This is an optimization exercise on Yosys and OpenROAD, whose aim is a short achievable clock period and few clock cycles per item, not a production implementation. In this exercise RTL edits were held to simulation tests only and were not proved equivalent to the original. Power and IR drop assume default switching activity.

[design/flow/design.v]
`timescale 1ns/1ps
package mflow_pkg;
   typedef logic [31:0] word_t;
   typedef logic [31:0] addr_t;
   typedef logic [31:0] vid_t;
   typedef logic [31:0] ts_t;
   typedef logic [2:0]  ttype_t;
   typedef struct packed {
      logic [63:0] args;
      ttype_t      ttype;
      vid_t        object;
      ts_t         ts;
   } task_t;
   typedef struct packed {
      addr_t addr;
   } rd_req_t;
   typedef struct packed {
      word_t data;
      addr_t addr;
   } wr_req_t;
   typedef struct packed {
      word_t data;    
      addr_t addr;
   } undo_entry_t;
   localparam ttype_t DISCHARGE_TASK  = 3'd0;
   localparam ttype_t GET_HEIGHT_TASK = 3'd1;
   localparam ttype_t PUSH_TASK       = 3'd2;
   localparam ttype_t RECEIVE_TASK    = 3'd3;
   localparam int VID_EXCESS_OFFSET = 0;
   localparam int VID_HEIGHT_OFFSET = 8;
   localparam int FLOW_BASE_WORD = 4;
   localparam int VERTEX_SHIFT = 6;    
endpackage
`timescale 1ns/1ps
module mf_hfifo #(
   parameter int W = 32,
   parameter int D = 8,
   parameter int AW = 3
) (
   input  logic         clk,
   input  logic         rstn,
   input  logic         push0,
   input  logic [W-1:0] d0,
   input  logic         push1,
   input  logic [W-1:0] d1,
   input  logic         take,       
   input  logic         load_ok,    
   output logic [W-1:0] nxt,        
   output logic         hv,
   output logic [W-1:0] hd,
   output logic [AW:0]  cnt
);
   logic [W-1:0]  mem [D];
   logic [AW-1:0] wp, rp;
   logic          load;
   assign nxt  = mem[rp];
   assign load = (!hv || take) && (cnt != '0) && load_ok;
   always_ff @(posedge clk) begin
      if (!rstn) begin
         wp  <= '0;
         rp  <= '0;
         cnt <= '0;
         hv  <= 1'b0;
      end else begin
         wp  <= wp + AW'(push0) + AW'(push1);
         rp  <= rp + AW'(load);
         cnt <= cnt + (AW+1)'(push0) + (AW+1)'(push1) - (AW+1)'(load);
         if (load)      hv <= 1'b1;
         else if (take) hv <= 1'b0;
      end
   end
   always_ff @(posedge clk) begin
      if (load) hd <= mem[rp];
      if (push0) mem[wp] <= d0;
      if (push1) mem[wp + AW'(1)] <= d1;
   end
endmodule
module mflow_top (
   input  logic        clk,
   input  logic        rstn,
   input  logic        start,
   input  logic [31:0] task_in_ts,
   input  logic [31:0] task_in_object,
   input  logic [2:0]  task_in_ttype,
   input  logic [63:0] task_in_args,
   output logic        done,
   output logic        idle,
   output logic [31:0] task_out_ts,
   output logic [31:0] task_out_object,
   output logic [2:0]  task_out_ttype,
   output logic [63:0] task_out_args,
   output logic        task_out_valid,
   input  logic        task_out_ready,
   output logic [31:0] mem_rd_addr,
   output logic        mem_rd_valid,
   input  logic        mem_rd_ready,
   input  logic [31:0] mem_rd_data,
   input  logic        mem_rd_resp_valid,
   output logic [31:0] mem_wr_addr,
   output logic [31:0] mem_wr_data,
   output logic        mem_wr_valid,
   input  logic        mem_wr_ready,
   output logic [31:0] undo_addr,
   output logic [31:0] undo_data,
   output logic        undo_valid,
   input  logic        undo_ready
);
   localparam int TQ_D = 4;
   localparam int RQ_D = 8;
   localparam int RB_D = 16;
   localparam int CQ_D = 16;
   localparam int UQ_D = 8;
   localparam int WQ_D = 8;
   localparam int KQ_D = 8;
   localparam int DQ_D = 32;
   localparam int HD   = 32;    
   localparam int VT   = 32;    
   logic [7:0] wa;    
   logic [7:0] wt;    
   logic [7:0] ct;    
   logic [7:0] ca;    
   logic [4:0] ud;    
   logic       wr_ok;
   logic u_take, w_take, k_take, r_take;
   logic        rv_q;
   logic [31:0] rdat_q;
   logic [1:0]  rc;
   logic [31:0] base, src, snk;
   logic [25:0] base_hi1, base_hi2;
   logic        base_ok;
   logic        rb_push;
   always_ff @(posedge clk) begin
      if (!rstn) begin
         rv_q <= 1'b0;
         rc   <= 2'd0;
      end else begin
         rv_q <= mem_rd_resp_valid;
         if (rv_q && rc != 2'd3) rc <= rc + 2'd1;
      end
   end
   always_ff @(posedge clk) begin
      rdat_q <= mem_rd_data;
      if (rv_q && rc == 2'd0) begin
         base     <= rdat_q;
         base_hi1 <= rdat_q[31:6] + 26'd1;
         base_hi2 <= rdat_q[31:6] + 26'd2;
      end
      if (rv_q && rc == 2'd1) src <= rdat_q;
      if (rv_q && rc == 2'd2) snk <= rdat_q;
   end
   assign base_ok = (rc != 2'd0);
   assign rb_push = rv_q && (rc == 2'd3);
   logic [130:0] tq_mem [TQ_D];
   logic [1:0]   tq_wp, tq_rp;
   logic [2:0]   tq_cnt;
   logic         idle_q;
   logic         accept;
   logic         ag1_load;
   assign accept = start && idle_q;
   assign idle   = idle_q;
   always_ff @(posedge clk) begin
      if (!rstn) begin
         tq_wp  <= '0;
         tq_rp  <= '0;
         tq_cnt <= '0;
         idle_q <= 1'b0;
      end else begin
         tq_wp  <= tq_wp + 2'(accept);
         tq_rp  <= tq_rp + 2'(ag1_load);
         tq_cnt <= tq_cnt + 3'(accept) - 3'(ag1_load);
         idle_q <= (tq_cnt + 3'(accept)) < 3'(TQ_D);
      end
   end
   always_ff @(posedge clk) begin
      if (accept) tq_mem[tq_wp] <= {task_in_args, task_in_ttype, task_in_object, task_in_ts};
   end
   logic [130:0] tq_h;
   logic [31:0]  t_ts, t_obj, t_a0, t_a1;
   logic [2:0]   t_ty;
   logic [25:0]  s0, s1, s2;
   logic [6:0]   lo_h;
   logic [7:0]   lo_f;
   logic [31:0]  t_addr_a, t_addr_f;
   assign tq_h  = tq_mem[tq_rp];
   assign t_ts  = tq_h[31:0];
   assign t_obj = tq_h[63:32];
   assign t_ty  = tq_h[66:64];
   assign t_a0  = tq_h[98:67];
   assign t_a1  = tq_h[130:99];
   assign s0   = base[31:6] + t_obj[25:0];
   assign s1   = base_hi1 + t_obj[25:0];
   assign s2   = base_hi2 + t_obj[25:0];
   assign lo_h = {1'b0, base[5:0]} + 7'd8;
   assign lo_f = {2'b0, base[5:0]} + 8'd16 + {2'b0, t_a0[3:0], 2'b00};
   assign t_addr_a = (t_ty == 3'd1) ? {(lo_h[6] ? s1 : s0), lo_h[5:0]} : {s0, base[5:0]};
   assign t_addr_f = {(lo_f[7] ? s2 : lo_f[6] ? s1 : s0), lo_f[5:0]};
   logic        ag1_v;
   logic        g_gh, g_rx;
   logic [31:0] g_ts, g_obj, g_a0, g_a1, g_aa, g_af;
   logic        ag2_fire;
   assign ag1_load = (tq_cnt != '0) && base_ok && (!ag1_v || ag2_fire);
   always_ff @(posedge clk) begin
      if (!rstn) begin
         ag1_v <= 1'b0;
      end else if (ag1_load) begin
         ag1_v <= 1'b1;
      end else if (ag2_fire) begin
         ag1_v <= 1'b0;
      end
   end
   always_ff @(posedge clk) begin
      if (ag1_load) begin
         g_gh  <= (t_ty == 3'd1);
         g_rx  <= (t_ty == 3'd3);
         g_ts  <= t_ts;
         g_obj <= t_obj;
         g_a0  <= t_a0;
         g_a1  <= t_a1;
         g_aa  <= t_addr_a;
         g_af  <= t_addr_f;
      end
   end
   logic [31:0] h_addr [HD];
   logic [7:0]  h_seq  [HD];
   logic [HD-1:0] h_v;
   logic       a_hit, a_full, f_hit, f_full;
   logic [7:0] a_seq, f_seq;
   always_comb begin
      logic [HD-1:0] pa, pf, fa, ff, oa, of;
      logic          sa, sf;
      sa = 1'b0;
      sf = 1'b0;
      for (int p = 0; p < HD; p++) begin
         pa[p] = h_v[p] && (h_addr[p][11:2] == g_aa[11:2]);
         pf[p] = h_v[p] && (h_addr[p][11:2] == g_af[11:2]);
         fa[p] = (h_addr[p][31:12] == g_aa[31:12]);
         ff[p] = (h_addr[p][31:12] == g_af[31:12]);
         oa[p] = pa[p] && !sa;
         of[p] = pf[p] && !sf;
         sa    = sa || pa[p];
         sf    = sf || pf[p];
      end
      a_hit  = sa;
      f_hit  = sf;
      a_full = |(oa & fa);
      f_full = |(of & ff);
      a_seq  = '0;
      f_seq  = '0;
      for (int p = 0; p < HD; p++) begin
         a_seq = a_seq | (oa[p] ? h_seq[p] : 8'd0);
         f_seq = f_seq | (of[p] ? h_seq[p] : 8'd0);
      end
   end
   localparam int RQ_W = 41;
   logic [3:0] rq_cnt;
   logic [4:0] cq_cnt;
   logic [7:0] wpend;
   assign wpend    = wa + 8'd2 - wt;
   assign ag2_fire = ag1_v && (rq_cnt <= 4'(RQ_D - 2)) && (cq_cnt < 5'(CQ_D))
                     && (!g_rx || wpend <= 8'(HD));
   logic rq_push0, rq_push1;
   logic [RQ_W-1:0] rq_d0, rq_d1;
   assign rq_push0 = ag2_fire && (g_gh || g_rx);
   assign rq_push1 = ag2_fire && g_rx;
   assign rq_d0 = {a_hit && !a_full, a_seq + 8'd1, g_aa};
   assign rq_d1 = {f_hit && !f_full, f_seq + 8'd1, g_af};
   localparam int CQ_W = 2 + 6*32 + 2*6 + 8;
   logic [CQ_W-1:0] cq_d;
   assign cq_d = {g_gh, g_rx, g_ts, g_obj, g_a0, g_a1, g_aa, g_af,
                  a_hit && a_full, a_seq[4:0], f_hit && f_full, f_seq[4:0], wa};
   always_ff @(posedge clk) begin
      if (!rstn) begin
         h_v <= '0;
         wa  <= '0;
      end else if (ag2_fire && g_rx) begin
         h_v <= {h_v[HD-3:0], 2'b11};
         wa  <= wa + 8'd2;
      end
   end
   always_ff @(posedge clk) begin
      if (ag2_fire && g_rx) begin
         for (int p = HD-1; p >= 2; p--) begin
            h_addr[p] <= h_addr[p-2];
            h_seq[p]  <= h_seq[p-2];
         end
         h_addr[0] <= g_aa;         
         h_seq[0]  <= wa + 8'd1;
         h_addr[1] <= g_af;         
         h_seq[1]  <= wa;
      end
   end
   logic [RQ_W-1:0] rq_mem [RQ_D];
   logic [2:0]      rq_wp, rq_rp;
   logic [RQ_W-1:0] rq_nxt;
   logic            rq_hv;
   logic [31:0]     rq_ha;
   logic [1:0]      hl;           
   logic [4:0]      rb_res;       
   logic            rq_free, rq_nxt_ok, rq_load;
   logic [1:0]      c1_pop;
   assign rq_nxt    = rq_mem[rq_rp];
   assign r_take    = rq_hv && mem_rd_ready;
   assign rq_free   = !rq_hv || r_take;
   assign rq_nxt_ok = (rq_cnt != '0) && (hl == 2'd3) && (rb_res < 5'(RB_D))
                      && (!rq_nxt[40] || ((wt - rq_nxt[39:32]) & 8'h80) == 8'h00);
   assign rq_load   = rq_free && rq_nxt_ok;
   always_ff @(posedge clk) begin
      if (!rstn) begin
         rq_wp  <= '0;
         rq_rp  <= '0;
         rq_cnt <= '0;
         rq_hv  <= 1'b1;
         rq_ha  <= 32'h0;
         hl     <= 2'd1;
         rb_res <= '0;
      end else begin
         rq_wp  <= rq_wp + 3'(rq_push0) + 3'(rq_push1);
         rq_rp  <= rq_rp + 3'(rq_load);
         rq_cnt <= rq_cnt + 4'(rq_push0) + 4'(rq_push1) - 4'(rq_load);
         rb_res <= rb_res + 5'(rq_load) - 5'(c1_pop);
         if (rq_free) begin
            if (hl != 2'd3) begin
               rq_hv <= 1'b1;
               rq_ha <= {28'd0, hl, 2'b00};
               hl    <= hl + 2'd1;
            end else if (rq_nxt_ok) begin
               rq_hv <= 1'b1;
               rq_ha <= rq_nxt[31:0];
            end else begin
               rq_hv <= 1'b0;
            end
         end
      end
   end
   always_ff @(posedge clk) begin
      if (rq_push0) rq_mem[rq_wp] <= rq_d0;
      if (rq_push1) rq_mem[rq_wp + 3'd1] <= rq_d1;
   end
   assign mem_rd_valid = rq_hv;
   assign mem_rd_addr  = rq_ha;
   logic [31:0] rb_mem [RB_D];
   logic [3:0]  rb_wp, rb_rp;
   logic [4:0]  rb_cnt;
   logic [31:0] rb0, rb1;
   assign rb0 = rb_mem[rb_rp];
   assign rb1 = rb_mem[rb_rp + 4'd1];
   always_ff @(posedge clk) begin
      if (!rstn) begin
         rb_wp  <= '0;
         rb_rp  <= '0;
         rb_cnt <= '0;
      end else begin
         rb_wp  <= rb_wp + 4'(rb_push);
         rb_rp  <= rb_rp + 4'(c1_pop);
         rb_cnt <= rb_cnt + 5'(rb_push) - 5'(c1_pop);
      end
   end
   always_ff @(posedge clk) begin
      if (rb_push) rb_mem[rb_wp] <= rdat_q;
   end
   logic            c1_v;
   logic [CQ_W-1:0] c1, cq_nxt;
   logic            c1_fire;
   mf_hfifo #(.W(CQ_W), .D(CQ_D), .AW(4)) u_cq (
      .clk(clk), .rstn(rstn),
      .push0(ag2_fire), .d0(cq_d), .push1(1'b0), .d1('0),
      .take(c1_fire), .load_ok(1'b1), .nxt(cq_nxt),
      .hv(c1_v), .hd(c1), .cnt(cq_cnt)
   );
   logic        c1_gh, c1_rx, c1_fa, c1_ff;
   logic [31:0] c1_ts, c1_obj, c1_a0, c1_a1, c1_aa, c1_af;
   logic [4:0]  c1_sa, c1_sf;
   logic [7:0]  c1_wseq;
   assign {c1_gh, c1_rx, c1_ts, c1_obj, c1_a0, c1_a1, c1_aa, c1_af,
           c1_fa, c1_sa, c1_ff, c1_sf, c1_wseq} = c1;
   logic [3:0] uq_cnt, wq_cnt, kq_cnt;
   logic [5:0] dq_cnt;
   logic [1:0] c1_need;
   assign c1_need = c1_rx ? 2'd2 : (c1_gh ? 2'd1 : 2'd0);
   assign c1_fire = c1_v && (rb_cnt >= 5'(c1_need))
                    && (uq_cnt <= 4'(UQ_D - 4)) && (wq_cnt <= 4'(WQ_D - 4))
                    && (kq_cnt <= 4'(KQ_D - 2)) && (dq_cnt <= 6'(DQ_D - 2));
   assign c1_pop  = c1_fire ? c1_need : 2'd0;
   logic        c2_v, c2_gh, c2_rx;
   logic [31:0] c2_ts, c2_obj, c2_a0, c2_a1, c2_aa, c2_af;
   logic [31:0] c2_opa, c2_opf;
   logic [7:0]  c2_wseq;
   logic [31:0] c2_newf, c2_newe;
   logic [31:0] vt [VT];
   logic [31:0] c1_opa, c1_opf;
   always_comb begin
      if (!c1_fa)                                                     c1_opa = rb0;
      else if (c2_v && c2_rx && c1_sa == c2_wseq[4:0])                c1_opa = c2_newf;
      else if (c2_v && c2_rx && c1_sa == (c2_wseq[4:0] + 5'd1))       c1_opa = c2_newe;
      else                                                            c1_opa = vt[c1_sa];
      if (!c1_ff)                                                     c1_opf = rb1;
      else if (c2_v && c2_rx && c1_sf == c2_wseq[4:0])                c1_opf = c2_newf;
      else if (c2_v && c2_rx && c1_sf == (c2_wseq[4:0] + 5'd1))       c1_opf = c2_newe;
      else                                                            c1_opf = vt[c1_sf];
   end
   always_ff @(posedge clk) begin
      if (!rstn) c2_v <= 1'b0;
      else       c2_v <= c1_fire;
   end
   always_ff @(posedge clk) begin
      if (c1_fire) begin
         c2_gh   <= c1_gh;
         c2_rx   <= c1_rx;
         c2_ts   <= c1_ts;
         c2_obj  <= c1_obj;
         c2_a0   <= c1_a0;
         c2_a1   <= c1_a1;
         c2_aa   <= c1_aa;
         c2_af   <= c1_af;
         c2_opa  <= c1_opa;
         c2_opf  <= c1_opf;
         c2_wseq <= c1_wseq;
      end
   end
   logic c2_term, c2_wake, k_push;
   assign c2_newf = c2_opf - c2_a1;
   assign c2_newe = c2_opa + c2_a1;
   assign c2_term = (c2_obj == src) || (c2_obj == snk);
   assign c2_wake = c2_rx && (c2_opa == 32'd0) && !c2_term;
   assign k_push  = c2_v && (c2_gh || c2_wake);
   always_ff @(posedge clk) begin
      if (c2_v && c2_rx) begin
         vt[c2_wseq[4:0]]         <= c2_newf;
         vt[c2_wseq[4:0] + 5'd1]  <= c2_newe;
      end
   end
   always_ff @(posedge clk) begin
      if (!rstn) ca <= '0;
      else       ca <= ca + 8'(k_push);
   end
   logic        uq_hv;
   logic [63:0] uq_hd, uq_nxt;
   mf_hfifo #(.W(64), .D(UQ_D)) u_uq (
      .clk(clk), .rstn(rstn),
      .push0(c2_v && c2_rx), .d0({c2_af, c2_opf}),
      .push1(c2_v && c2_rx), .d1({c2_aa, c2_opa}),
      .take(u_take), .load_ok(1'b1), .nxt(uq_nxt),
      .hv(uq_hv), .hd(uq_hd), .cnt(uq_cnt)
   );
   assign undo_valid = uq_hv;
   assign undo_addr  = uq_hd[63:32];
   assign undo_data  = uq_hd[31:0];
   assign u_take     = uq_hv && undo_ready;
   logic        wq_hv;
   logic [63:0] wq_hd, wq_nxt;
   mf_hfifo #(.W(64), .D(WQ_D)) u_wq (
      .clk(clk), .rstn(rstn),
      .push0(c2_v && c2_rx), .d0({c2_af, c2_newf}),
      .push1(c2_v && c2_rx), .d1({c2_aa, c2_newe}),
      .take(w_take), .load_ok(1'b1), .nxt(wq_nxt),
      .hv(wq_hv), .hd(wq_hd), .cnt(wq_cnt)
   );
   assign mem_wr_valid = wq_hv && wr_ok;
   assign mem_wr_addr  = wq_hd[63:32];
   assign mem_wr_data  = wq_hd[31:0];
   assign w_take       = wq_hv && wr_ok && mem_wr_ready;
   logic         kq_hv;
   logic [130:0] kq_hd, kq_nxt, kq_d;
   assign kq_d = c2_gh ? {c2_a1, c2_opa, 3'd2, c2_a0, c2_ts}
                       : {c2_ts, 32'd0, 3'd0, c2_obj, c2_ts};
   mf_hfifo #(.W(131), .D(KQ_D)) u_kq (
      .clk(clk), .rstn(rstn),
      .push0(k_push), .d0(kq_d), .push1(1'b0), .d1('0),
      .take(k_take), .load_ok(1'b1), .nxt(kq_nxt),
      .hv(kq_hv), .hd(kq_hd), .cnt(kq_cnt)
   );
   assign task_out_valid  = kq_hv;
   assign task_out_args   = kq_hd[130:67];
   assign task_out_ttype  = kq_hd[66:64];
   assign task_out_object = kq_hd[63:32];
   assign task_out_ts     = kq_hd[31:0];
   assign k_take          = kq_hv && task_out_ready;
   logic        dq_hv, d_take;
   logic [15:0] dq_hd, dq_nxt;
   logic [7:0]  wmark;
   assign wmark = c2_rx ? c2_wseq + 8'd2 : c2_wseq;
   mf_hfifo #(.W(16), .D(DQ_D), .AW(5)) u_dq (
      .clk(clk), .rstn(rstn),
      .push0(c2_v), .d0({wmark, ca + 8'(k_push)}), .push1(1'b0), .d1('0),
      .take(d_take), .load_ok(1'b1), .nxt(dq_nxt),
      .hv(dq_hv), .hd(dq_hd), .cnt(dq_cnt)
   );
   logic [7:0] wdiff, cdiff;
   assign wdiff  = wt - dq_hd[15:8];
   assign cdiff  = ct - dq_hd[7:0];
   logic [1:0] ht;    
   assign d_take = dq_hv && !wdiff[7] && !cdiff[7] && (ht == 2'd3);
   logic done_q;
   assign done = done_q;
   always_ff @(posedge clk) begin
      if (!rstn) begin
         wt     <= '0;
         ct     <= '0;
         ud     <= '0;
         wr_ok  <= 1'b0;
         done_q <= 1'b0;
         ht     <= 2'd0;
      end else begin
         if (r_take && ht != 2'd3) ht <= ht + 2'd1;
         wt     <= wt + 8'(w_take);
         ct     <= ct + 8'(k_take);
         ud     <= ud + 5'(u_take) - 5'(w_take);
         wr_ok  <= (ud + 5'(u_take) - 5'(w_take)) != 5'd0;
         done_q <= d_take;
      end
   end
endmodule
[design/flow/run.sh]
#!/bin/bash
# synth_recipe.tcl (not shown) runs the flow's synth.tcl, then flattens the netlist and writes it again
# the make line also repeats each setting of config.mk as NAME=value (left out here)
make -C /OpenROAD-flow-scripts/flow DESIGN_CONFIG=/design/flow/config.mk WORK_HOME=/design/flow/orfs CLKGATE_MAP_FILE= SYNTH_SCRIPT=/design/flow/synth_recipe.tcl finish
[design/flow/config.mk]
export PLATFORM = sky130hd
export DESIGN_NAME = mflow_top
export DESIGN_NICKNAME = mflow_top
export VERILOG_FILES = /design/flow/design.v
export SDC_FILE = /design/flow/constraint.sdc
export NUM_CORES = 4
export LEC_CHECK = 0
export CAP_MARGIN = 20
export CORE_MARGIN = 2
export CORE_UTILIZATION = 40
export SLEW_MARGIN = 20
[design/flow/constraint.sdc]
create_clock -name core_clock -period 6.5 [get_ports {clk}]
set_input_delay 1.3000 -clock core_clock [delete_from_list [all_inputs] [get_ports {clk}]]
set_output_delay 1.3000 -clock core_clock [all_outputs]
set_load 0.01 [all_outputs]
==> run notes <==
## power groups by stage
stage	Sequential, mW	Combinational (mW)	Clock (mW)
after floorplan	87.1	30.5	0
after global placement	90.2	49.4	0
after detailed placement	90.3	50.1	0
after CTS	88.9	50.3	67.3
after global routing	89.1	53.2	70.0
final	88.9	50.4	66.3
## sequential cells by signal (all words and copies together), names as in the netlist, 64 cells and up
name	cells
h_seq	112
h_addr	960
u_kq.hd	129
u_kq.mem	1032
u_uq.mem	512
vt	1024
rb_mem	512
u_dq.mem	480
tq_mem	524
u_wq.hd	64
rq_mem	328
u_cq.mem	3376
u_wq.mem	512
u_cq.hd	211
u_uq.hd	64
## path summary, 6_finish.rpt
check	start	endpoint	slack (ns)
max	g_aa[5]	rq_mem[1][39]	0.54
min	u_cq.hd[121]	c2_a0[5]	0.33
max reg2reg	g_aa[5]	rq_mem[1][39]	0.54
min reg2reg	u_cq.hd[121]	c2_a0[5]	0.33
## worst max-delay path, cell delays in order, from the launching register on
cell and delay, ns:
edfxtp_1 0.94, buf_4 0.30, xnor2_1 0.08, nand4_1 0.11, or3_1 0.16, buf_4 0.18, nand4bb_1 0.20, or4_1 0.54
or3b_4 0.52, nor3_1 0.59, nor3_1 0.28, nand3_1 0.13, buf_4 0.38, o21ai_0 0.43, a211oi_4 0.32, xor2_2 0.38
mux2i_1 0.14
## cell usage after synthesis (all sizes together) (13+ instances only)
library cell and number:
mux2i 241, a211o 13, nand3b 19, a21oi 380
nand3 244, xor2 812, a221oi 15, and3 44
o31ai 26, nand2 2082, a31oi 26, inv 232
nor3 232, clkbuf 1205, buf 529, mux2 1018
or2 42, nand2b 46, nand4 389, nor4 211
a22o 15, o21a 41, fa 18, edfxtp 10500
ha 283, o211ai 34, dfxtp 228, clkinv 19
a22oi 18, nor2 509, mux4 2846, a21o 43
o21ai 880, or3 60, o21bai 17, xnor2 1467
and2 123, nor2b 86, a211oi 93
## logic make-up (layout without fill, tap and decap cells)
logic type,Yosys count,after routing,synth area share (%)
flip-flops,10700,10700,69.6
adder cells (fa/ha/maj),301,301,0.853
buffers and inverters,1985,3786,1.73
AND/OR/NAND/NOR,4143,4143,4.17
XOR/XNOR,2279,2279,4.37
other,1,473,0.000820
AO/OA/AOI/OAI,1738,1738,2.22
multiplexers,4105,4105,17.0
## layout make-up
| type | instances | area share (%) |
|---|---|---|
| Sequential cell | 10700 | 60.6 |
| Multi-Input combinational cell | 12600 | 25.3 |
| Clock buffer | 1558 | 6.20 |
| Tap cell | 15200 | 3.61 |
| Timing Repair Buffer | 1413 | 2.87 |
| Clock inverter | 564 | 1.00 |
| Antenna cell | 471 | 0.224 |
| Inverter | 251 | 0.190 |
## per-stage QoR
step	power [mW]	setup TNS [ns]	util, %	hold WS, ns	area (µm²)
floorplan	118	-	-	0.400	458000
global placement	140	-18.91	42.6	0.403	486000
detailed placement	140	0	42.7	0.405	486000
CTS	206	0	46.0	0.339	524000
global route	212	0	46.1	0.362	526000
finish	206	0	46.1	0.331	526000
## metal layers
metal  wire length [µm]  up-vias  part of all wire (%)  GRT usage [%]
li1                   -   102000                     -              -
met4              68200       48                   4.8           10.5
met3             126000     2270                   8.8           4.60
met1             563000   133000                    39           32.8
met5                296        -                 0.021              0
met2             671000    12100                    47           38.4
==> key figures <==
Clocking
  • Cts hold-fix bufs: 0
  • Root Buffer: clkbuf_16
  • Clock sink count: 10.7k
  • CTS clk-pin slew, worst paths: 0.06 ns
  • Max Root-Sink Buffers: 6
  • PostCTS Resize Cnt: 0
  • CTS tree: built
  • CTS Buf Count: 1230
  • Clock Latency Late Sink: 1.30 ns
  • Post-CTS setup buffers: 0
  • H-tree Lvls: 7

Global routing
  • Vias in the first global route: 249k
  • Largest net degree at the start of global routing: 179
  • GRT overflow: 0
  • Global-route wire length before repair: 1970000 µm
  • Gr usage total: 24.2%
  • Initial antenna violation count: 206

STA
  • Layout Skew: 0.153 ns
  • Tightest Pin Transition: 1.35 ns
  • Number of max-slew violations in the final report: 0
  • Fin crit share: 91.7%
  • Rel. slew slack: 9.93%
  • Fmax: 168 MHz
  • Final setup fails: 0
  • Unrepaired setup endpoints after global routing: no
  • Final hold vios: 0
  • Worst setup margin: 0.539 ns
  • Minimum clock period: 5.96 ns

Run status
  • Status: complete, no violations

Detailed routing
  • Final WL: 1430000 µm
  • # DRC: 0
  • Via count: 250k
  • Detailed Routing Iterations Pass 1: 9
  • Wire per inst: 33.5 µm
  • Iter 0 DRT Violations: 32.5k
  • Via/cell ratio: 5.86
  • Final ANT Viol Nets: 0

Setup path
  • Max FO, Critical Path: 27
  • CP Launch Type: flip-flop
  • Required time worst endpoint: 7.44 ns
  • Reg2Reg Depth: 16
  • Crit path kind: reg -> reg
  • Endpoint class of the critical path: flip-flop
  • Worst EP arrival: 6.90 ns

Synth
  • Sequential share of the synthesized area: 69.6%
  • Post-synth top flop: edfxtp_1
  • Library cells used by synthesis: 105
  • Mean Syn Cell Area: 18.1 µm²
  • Synth Warn #: 9
  • Top post-synthesis cells by area: edfxtp_1, mux4_2, xnor2_1, mux2_2, nand2_1
  • Flops & latches, synth: 10.7k
  • Cells after Synth: 25.2k
  • Async set or reset register ratio after synthesis: 0%
  • Post-synth top area share: 68.6%
  • Biggest area consumer among synthesized cells: edfxtp_1
  • Synthesized area: 458000 µm²
  • EDFF count, synth: 10.5k

Power
  • Register share of total power: 43.2%
  • Peak supply drop: 363 µV
  • Net Switching: 62.8 mW
  • Switching share of total power: 30.6%
  • Pwr Density: 391 nW/µm²
  • Clock power share: 32.3%
  • Internal: 143 mW
  • Leakage power: 164 nW
  • Logic pwr share: 24.5%

Layout
  • Most common cell after layout, fill and taps aside: edfxtp_1
  • Fill count: 96.1k
  • Register area: 319000 µm²
  • # nets final: 26.6k
  • Area of the multi-input gates: 133000 µm²
  • Area grow syn2layout: 14.9%
  • Non-filler cells, final: 42.7k
  • Most frequent cells in the layout: edfxtp_1, mux4_2, nand2_1
  • Layout cells sized above 1: 25.1%

Place
  • Worst Setup Slack post-DPL: 0.783 ns
  • Placed cell count: 40.1k
  • RePlAce Congestion: 0.920
  • Port bufs: 465
  • Post-DP HPWL: 900000 µm

Die
  • Core area: 1140000 µm²
  • Die W: 1070 µm
  • Num ports: 468
  • DIE HEIGHT: 1070 µm
  • Die area: 1150000 µm²
  • Row cnt: 392
  • Initial Util: 40.1%

Hold path
  • Min-delay worst type: reg -> reg
  • Hold Path Depth: 0

Run
  • Maximum capacitance violations: 0
Testbench counts, summed over its fixed seeds: cycles 21,272, tasks 12,000.

-- separate check: timing with driven ports --
The flow's constraints put no driver on any port. The routed layout listed below was extracted and timed again, unchanged, in two steps. Step 1 (the two cells are an assumption about what drives the block):
set clk [get_ports {clk}]
set_driving_cell -lib_cell sky130_fd_sc_hd__clkbuf_16 $clk
set_driving_cell -lib_cell sky130_fd_sc_hd__buf_2 [delete_from_list [all_inputs] $clk]
Step 2 moves the port delays by t, midway between the first and last clock arrival at a register: inputs arrive t later, outputs are due t later. That takes back most of the time a late clock gives input paths. Three values: ideal, step 1, step 2; two values: the first two.
shift t [ns]: 1.395
slack for setup (ns): 0.539 / 0.539 / 0.539
latest minus earliest clock arrival (ns): 0.180 / 0.180
After both steps this run still meets setup and hold. For this run, drivers alone change the setup slack by 0.000 ns; drivers and shift together by 0.000 ns.
